Source: an optimization exercise on an open RTL-to-GDS flow (aim: small area). Production flows keep margins and buffers that such runs may drop.
Function was checked by simulation only, so behaviour that the tests miss may differ from the original.
Power and IR drop assume default switching activity.

## job 1301
Design pe_dot_accum_4xpack, start of the top module:
module pe_dot_accum_4xpack #(
    parameter int DOT_SIZE          = 8,
    parameter int MULT_OUTPUT_WIDTH = 9,
    parameter int MULT_LATENCY      = 3,
    parameter int ACCUM_WIDTH       = 12
) (
    input  logic                                                   clock,
    input  logic                                                   reset,
    input  logic                                                   i_valid,
    input  logic                                                   i_first,
    input  logic                                                   i_last,
    input  logic [1:0][1:0][DOT_SIZE-1:0][MULT_OUTPUT_WIDTH-1:0] i_mult_output,
    input  logic                                                   i_ready,
    output logic                                                   o_valid,
    output logic [1:0][1:0][ACCUM_WIDTH-1:0]                       o_result,
    output logic                                                   o_overflow
);
    logic [3:0] r_v, r_f, r_l;
    logic       r_ld, r_empty;
    always_ff @(posedge clock) begin
        r_f <= {r_f[2:0], i_first};
        r_l <= {r_l[2:0], i_last};
        if (reset) begin
            r_v  <= '0;
            r_ld <= 1'b0;
        end else begin
            r_v  <= {r_v[2:0], i_valid};
            r_ld <= r_v[3] & r_l[3];
        end
    end
    always_ff @(posedge clock) begin
        if (reset)
            r_empty <= 1'b1;
        else if (r_v[3])
            r_empty <= 1'b0;
    end
    logic w_start;
    assign w_start = r_f[3] | r_empty;
    logic [3:0][12:0] r_acc;
    logic [3:0][11:0] w_res;
    for (genvar n = 0; n < 4; n++) begin : g_lane
  ...
==> module pe_dot_accum_4xpack, before the edit <==
module pe_dot_accum_4xpack #(
    parameter int DOT_SIZE          = 8,
    parameter int MULT_OUTPUT_WIDTH = 9,
    parameter int MULT_LATENCY      = 3,
    parameter int ACCUM_WIDTH       = 12
) (
    input  logic                                                   clock,
    input  logic                                                   reset,
    input  logic                                                   i_valid,
    input  logic                                                   i_first,
    input  logic                                                   i_last,
    input  logic [1:0][1:0][DOT_SIZE-1:0][MULT_OUTPUT_WIDTH-1:0] i_mult_output,
    input  logic                                                   i_ready,
    output logic                                                   o_valid,
    output logic [1:0][1:0][ACCUM_WIDTH-1:0]                       o_result,
    output logic                                                   o_overflow
);
    logic [3:0] r_v, r_f, r_l;
    logic       r_ld, r_empty;
    always_ff @(posedge clock) begin
        r_f <= {r_f[2:0], i_first};
        r_l <= {r_l[2:0], i_last};
        if (reset) begin
            r_v  <= '0;
            r_ld <= 1'b0;
        end else begin
            r_v  <= {r_v[2:0], i_valid};
            r_ld <= r_v[3] & r_l[3];
        end
    end
    always_ff @(posedge clock) begin
        if (reset)
            r_empty <= 1'b1;
        else if (r_v[3])
            r_empty <= 1'b0;
    end
    logic w_start;
    assign w_start = r_f[3] | r_empty;
    logic [3:0][12:0] r_acc;
    logic [3:0][11:0] w_res;
    for (genvar n = 0; n < 4; n++) begin : g_lane
        logic [17:0] w_d, r_d;
        logic [12:0] w_sum;
        logic        w_clip;
        pe_dot_lane u_dot (.p(i_mult_output[n/2][n%2]), .d(w_d));
        always_ff @(posedge clock)
            r_d <= w_d;
        pe_acc_add u_add (.base(w_start ? 13'd0 : r_acc[n]), .d(r_d), .sum(w_sum));
        assign w_clip = r_acc[n][12] ^ r_acc[n][11];
        always_ff @(posedge clock)
            if (r_v[3] && (w_start || !w_clip))
                r_acc[n] <= w_sum;
        for (genvar i = 0; i < 11; i++) begin : g_clip
            assign w_res[n][i] = (r_acc[n][i] & r_acc[n][11]) | (r_acc[n][i] & ~r_acc[n][12]) |
                                 (r_acc[n][11] & ~r_acc[n][12]);
        end
        assign w_res[n][11] = r_acc[n][12];
    end
    always_ff @(posedge clock) begin
        if (!o_valid || i_ready)
            o_result <= w_res;
        if (reset) begin
            o_valid    <= 1'b0;
            o_overflow <= 1'b0;
        end else if (r_ld) begin
            if (o_valid && !i_ready)
                o_overflow <= 1'b1;
            else
                o_valid <= 1'b1;
        end else if (i_ready) begin
            o_valid <= 1'b0;
        end
    end
endmodule
clock: 4.5 ns
lec_check: 0
cap_margin: 20
core_margin: 2
core_utilization: 40
slew_margin: 20
synth_hierarchical: 1
synth_minimum_keep_size: 0
standard.sh (not shown) runs the stock make flow with config.mk's settings and CLKGATE_MAP_FILE= SYNTH_SCRIPT=/design/flow/synth_recipe.tcl, a recipe that flattens the netlist after the stock synthesis.
==> flow/flow/run.sh <==
#!/bin/bash
# Standard layout with our own port buffers (flow/pre_gpl.tcl) and a leaner clock tree.
set -euo pipefail
bash standard.sh DONT_BUFFER_PORTS=1 \
  PRE_GLOBAL_PLACE_TCL="$PWD/flow/pre_gpl.tcl" POST_GLOBAL_PLACE_TCL="$PWD/flow/post_gpl.tcl" \
  CTS_ARGS="-sink_clustering_enable -repair_clock_nets -root_buf sky130_fd_sc_hd__clkbuf_16 -sink_clustering_buffer sky130_fd_sc_hd__clkbuf_8 -buf_list sky130_fd_sc_hd__clkbuf_8 -dont_use_dummy_load" \
  finish > standard_flow.log 2>&1
==> flow/flow/post_gpl.tcl <==
unset_dont_touch [get_cells {input* output*}]
==> flow/flow/pre_gpl.tcl <==
# Port buffers before global placement: the smallest buffer, or a stronger one on inputs
# that fan out widely. They are marked dont_touch so that the timing-driven placement's
# remove_buffers keeps them, and released again after global placement (post_gpl.tcl).
remove_buffers
buffer_ports -inputs -outputs -buffer_cell sky130_fd_sc_hd__buf_1
foreach inst [get_cells input*] {
  set out [get_pins -of_objects $inst -filter "direction == output"]
  set loads [get_pins -of_objects [get_nets -of_objects $out] -filter "direction == input"]
  if {[llength $loads] >= 6} {
    replace_cell $inst sky130_fd_sc_hd__buf_4
  }
}
set_dont_touch [get_cells {input* output*}]
Job 1301 finished all stages; the layout is clean.
Relative to job 1301, the following input files were edited for job 1328:
diff --git a/flow/design.v b/flow/design.v
--- a/flow/design.v
+++ b/flow/design.v
@@ -343,17 +343,13 @@
             r_d <= w_d;
         pe_acc_add u_add (.base(w_start ? 13'd0 : r_acc[n]), .d(r_d), .sum(w_sum));
         assign w_clip = r_acc[n][12] ^ r_acc[n][11];
         always_ff @(posedge clock)
             if (r_v[3] && (w_start || !w_clip))
                 r_acc[n] <= w_sum;
-        for (genvar i = 0; i < 11; i++) begin : g_clip
-            assign w_res[n][i] = (r_acc[n][i] & r_acc[n][11]) | (r_acc[n][i] & ~r_acc[n][12]) |
-                                 (r_acc[n][11] & ~r_acc[n][12]);
-        end
-        assign w_res[n][11] = r_acc[n][12];
+        assign w_res[n] = w_clip ? {r_acc[n][12], {11{~r_acc[n][12]}}} : r_acc[n][11:0];
     end
     always_ff @(posedge clock) begin
         if (!o_valid || i_ready)
             o_result <= w_res;
         if (reset) begin
             o_valid    <= 1'b0;
Findings:
Relative to job 1301, the combinational share of power of job 1328 is higher by 0.2 points.
Between job 1328 and job 1301, it is job 1328 whose number of multi-input logic gates is higher, by 8.
As of job 1328, routed length per instance had fallen by a few percent compared to job 1301.
Changes observed in job 1328 relative to job 1301: final cell count rose 1.4%, proportion of cell area spent on the clock network essentially unchanged, simple logic cell fraction of the synthesized area neither gained nor lost much, worst setup slack before clock tree synthesis held steady.
Compared job 1328 vs job 1301, and number of standard cells after synthesis is up in job 1328.
Summary of job 1328 over job 1301: post-route fraction of the period consumed by the critical path now smaller, die area now larger, core occupancy in the finished layout now smaller, cell depth of the worst setup path now smaller.
~same proportion of final cell area spent on non-clock buffers in job 1328 and job 1301

[what the ideal ports hide]
In the flow no input, the clock included, has a driving cell. The finished layouts below were timed again as built, in two steps. Step 1 assumes that a clkbuf_16 drives the clock port and a buf_2 every other input. Step 2 also shifts input and output timing later by t, the mid clock arrival at the registers, as if the neighbouring blocks saw the same clock. Three values: ideal ports, drivers, drivers and shift; two values: the first two.
run	t (ns)	setup slack, ns	cell pins on the clock port's net
job 1301	0.439	0.358 / 0.358 / 0.125	1
job 1328	0.431	0.546 / 0.573 / 0.142	1
After both steps every run listed still meets setup and hold. For job 1328, which loses most, drivers alone change the setup slack by +0.027 ns; drivers and shift together by -0.404 ns.
